This is an optimization exercise on Yosys and OpenROAD, whose aim is small area and a short achievable clock period, not a production implementation. At most, simulation tests tie the RTL to the original design; equivalence was not proved.

==> module muldiv_engine, before the edit <==
module muldiv_engine #(
    parameter int MULT_CYCLES = 5,
    parameter int DIV_CYCLES  = 10
) (
    input  logic        clk,
    input  logic        reset,
    input  logic        start,
    input  logic [2:0]  op,
    input  logic [31:0] d1,
    input  logic [31:0] d2,
    input  logic        flush,
    output logic        busy,
    output logic [31:0] hi,
    output logic [31:0] lo
);
    logic        busy_reg;
    logic [3:0]  cnt_reg;
    logic        is_div_reg, sgn_reg, sa_reg, bprev_reg;
    logic        dpre_reg, dstep_reg, last_reg, busy_out_reg;
    logic [31:0] a_reg, l_reg;
    logic [33:0] h_reg;
    logic [31:0] hi_reg, lo_reg;
    assign busy = busy_out_reg;
    assign hi   = hi_reg;
    assign lo   = lo_reg;
    wire accept = start && !flush && !busy_reg && (op != 3'd0) && (op != 3'd7);
    wire op_md  = (op == 3'd1) || (op == 3'd2) || (op == 3'd3) || (op == 3'd4);
    wire last     = last_reg;
    wire div_pre  = dpre_reg;
    wire div_step = dstep_reg;
    logic sb_reg;
    wire sb       = sb_reg;
    wire dz       = (a_reg == 32'd0);
    wire [34:0] m35  = {{3{sgn_reg & a_reg[31]}}, a_reg};
    wire [34:0] m35x2 = {m35[33:0], 1'b0};
    localparam int BLK = 7;
    function automatic logic [34:0] add35(input logic [34:0] x, input logic [34:0] y,
                                          input logic cin);
        logic [34:0] s;
        logic        c, s0, pre, cblk;
        c = cin; pre = 1'b1; cblk = 1'b0;
        for (int i = 0; i < 35; i++) begin
            if (i % BLK == 0 && i != 0) begin
                c = 1'b0; pre = 1'b1;
            end
            s0 = x[i] ^ y[i] ^ c;
            c  = (x[i] & y[i]) | (c & (x[i] ^ y[i]));
            s[i] = (i < BLK) ? s0 : (s0 ^ (cblk & pre));
            pre  = pre & s0;
            if (i % BLK == BLK - 1) cblk = (i < BLK) ? c : (c | (pre & cblk));
        end
        add35 = s;
    endfunction
    function automatic logic [31:0] cneg32(input logic [31:0] x, input logic neg);
        logic [31:0] s;
        logic        z;
        z = 1'b0;
        for (int i = 0; i < 32; i++) begin
            s[i] = x[i] ^ (neg & z);
            z    = z | x[i];
        end
        cneg32 = s;
    endfunction
    logic [34:0] t [0:3];
    logic [3:0]  qb;
    logic [7:0]  pbits;
    always_comb begin
        for (int j = 0; j < 4; j++) begin
            logic [34:0] x, y;
            logic        one, two, neg, b2, b1, b0, rs;
            if (j == 0) begin
                rs = h_reg[33];
                if (div_step) x = {h_reg[32], h_reg[32:0], l_reg[31] & ~div_pre};
                else          x = {h_reg[33], h_reg};
            end else begin
                rs = t[j-1][34];
                if (div_step) x = {t[j-1][32], t[j-1][32:0], l_reg[31-j] & ~div_pre};
                else          x = {t[j-1][34], t[j-1][34], t[j-1][34:2]};
            end
            b2 = l_reg[2*j+1];
            b1 = l_reg[2*j];
            b0 = (j == 0) ? bprev_reg : l_reg[2*j-1];
            if (is_div_reg) begin
                if (last) begin
                    one = rs; two = 1'b0; neg = rs & sb;          
                end else begin
                    one = 1'b1; two = 1'b0; neg = ~(rs ^ sb);     
                end
            end else if (last) begin
                one = bprev_reg & ~sgn_reg; two = 1'b0; neg = 1'b0;   
            end else begin
                one = b1 ^ b0;
                two = (b2 & ~b1 & ~b0) | (~b2 & b1 & b0);
                neg = b2;
            end
            y = (({35{one}} & m35) | ({35{two}} & m35x2)) ^ {35{neg}};
            t[j] = add35(x, y, neg);
            qb[3-j] = ~t[j][34];
            pbits[2*j+1 -: 2] = t[j][1:0];
        end
    end
    wire        neg_l  = div_pre ? (sgn_reg & l_reg[31]) : (is_div_reg & (sa_reg ^ sb));
    wire [31:0] l_neg  = cneg32(l_reg, neg_l);
    wire        neg_h  = is_div_reg & sa_reg;
    wire [31:0] h_res  = cneg32(t[0][31:0], neg_h);
    always_ff @(posedge clk) begin
        if (!busy_reg) begin
            a_reg      <= d2;
            l_reg      <= d1;
            h_reg      <= 34'd0;
            bprev_reg  <= 1'b0;
            sgn_reg    <= (op == 3'd1) || (op == 3'd3);
            sb_reg     <= ((op == 3'd1) || (op == 3'd3)) && d2[31];
            is_div_reg <= (op == 3'd3) || (op == 3'd4);
            if (op == 3'd1 || op == 3'd2) cnt_reg <= 4'd5;
            else                          cnt_reg <= 4'd10;
            dpre_reg   <= (op == 3'd3) || (op == 3'd4);
            dstep_reg  <= (op == 3'd3) || (op == 3'd4);
            last_reg   <= 1'b0;
        end else begin
            cnt_reg   <= cnt_reg - 4'd1;
            dpre_reg  <= 1'b0;
            dstep_reg <= is_div_reg && (cnt_reg != 4'd2);
            last_reg  <= (cnt_reg == 4'd2);
            if (is_div_reg) h_reg <= t[3][33:0];
            else            h_reg <= {t[3][34], t[3][34:2]};
            if (div_pre) begin
                l_reg  <= l_neg;
                sa_reg <= sgn_reg & l_reg[31];
            end else if (is_div_reg) begin
                l_reg <= {l_reg[27:0], qb};
            end else begin
                l_reg     <= {pbits, l_reg[31:8]};
                bprev_reg <= l_reg[7];
            end
        end
        if (reset) begin
            busy_reg <= 1'b0;
            busy_out_reg <= 1'b0;
            hi_reg   <= 32'd0;
            lo_reg   <= 32'd0;
        end else if (!busy_reg) begin
            busy_reg <= accept && op_md;
            busy_out_reg <= start && !flush && op_md;
            if (accept && op == 3'd5) hi_reg <= d1;
            if (accept && op == 3'd6) lo_reg <= d1;
        end else if (last) begin
            busy_reg <= 1'b0;
            busy_out_reg <= 1'b0;
            if (!(is_div_reg && dz)) begin
                hi_reg <= h_res;
                lo_reg <= l_neg;
            end
        end
    end
endmodule
export LEC_CHECK = 0
export ABC_AREA = 1
export CAP_MARGIN = 20
export CORE_MARGIN = 2
export CORE_UTILIZATION = 50
export SLEW_MARGIN = 20
create_clock -name core_clock -period 130.0 [get_ports {clk}]
standard.sh (not shown) runs the stock make flow with config.mk's settings and CLKGATE_MAP_FILE= SYNTH_SCRIPT=/design/flow/synth_recipe.tcl, a recipe that flattens the netlist after the stock synthesis.
==> flow/flow/run.sh <==
#!/bin/bash
# Standard ORFS layout, with plain buf_1 cells as the port buffers, the repair steps
# asked to leave setup slack to spare at the design's clock period, and larger clock
# sink clusters (fewer leaf clock buffers).
set -euo pipefail
export BUFFER_PORTS_ARGS="-buffer_cell sky130_fd_sc_hd__buf_1"
export SETUP_SLACK_MARGIN=102.8
export CTS_ARGS="-sink_clustering_enable -repair_clock_nets -dont_use_dummy_load -sink_clustering_size 30 -sink_clustering_max_diameter 150"
bash standard.sh finish > standard.log 2>&1
Change:
--- a/flow/design.v
+++ b/flow/design.v
@@ -31,11 +31,11 @@
     logic sb_reg;
     wire sb       = sb_reg;
     wire dz       = (a_reg == 32'd0);
     wire [34:0] m35  = {{3{sgn_reg & a_reg[31]}}, a_reg};
     wire [34:0] m35x2 = {m35[33:0], 1'b0};
-    localparam int BLK = 7;
+    localparam int BLK = 6;
     function automatic logic [34:0] add35(input logic [34:0] x, input logic [34:0] y,
                                           input logic cin);
         logic [34:0] s;
         logic        c, s0, pre, cblk;
         c = cin; pre = 1'b1; cblk = 1'b0;
Result:
- The new run completed without violations
- cell area went down by 0.55%
- count of clock-buffer cells in the layout is unchanged
- wire length goes down by 2.9%
- utilization went down by 1.9 points
- cell count is about the same
- sequential cell count stays the same
- register-to-register slack improves by 150 ps
- worst setup slack is worse by 38 ps
- clock skew barely changes
- global-route usage came out lower by 1.0 points
No functional check of the RTL was part of the first run of this note.

-- separate check: timing with driven ports --
In the flow no input, the clock included, has a driving cell. The finished layouts below were timed again as built, in two steps.
Step 1 sets driving cells, clkbuf_16 on the clock port and buf_2 on the other inputs (assumed; they add their load-dependent delay and slew).
Step 2, shift: input delay + t, output delay - t, t = (earliest + latest rising clock arrival at the registers) / 2. This alone moves slack from input paths to output paths.
a / b / c = ideal / step 1 / step 2; a / b = the first two.
run | t, ns | setup slack, ns | worst hold slack (ns) | latest minus earliest clock arrival (ns) | worst data-port slew with drivers (ns)
the first run | 0.504 | 102.910 / 102.854 / 102.476 | 0.443 / 0.443 / 0.443 | 0.021 / 0.021 | 0.04
the second run | 0.501 | 102.872 / 102.900 / 102.399 | 0.443 / 0.443 / 0.443 | 0.028 / 0.028 | 0.04
After both steps setup and hold are still met in every run listed. For the second run, which loses most, drivers alone change the setup slack by +0.028 ns; drivers and shift together by -0.473 ns.
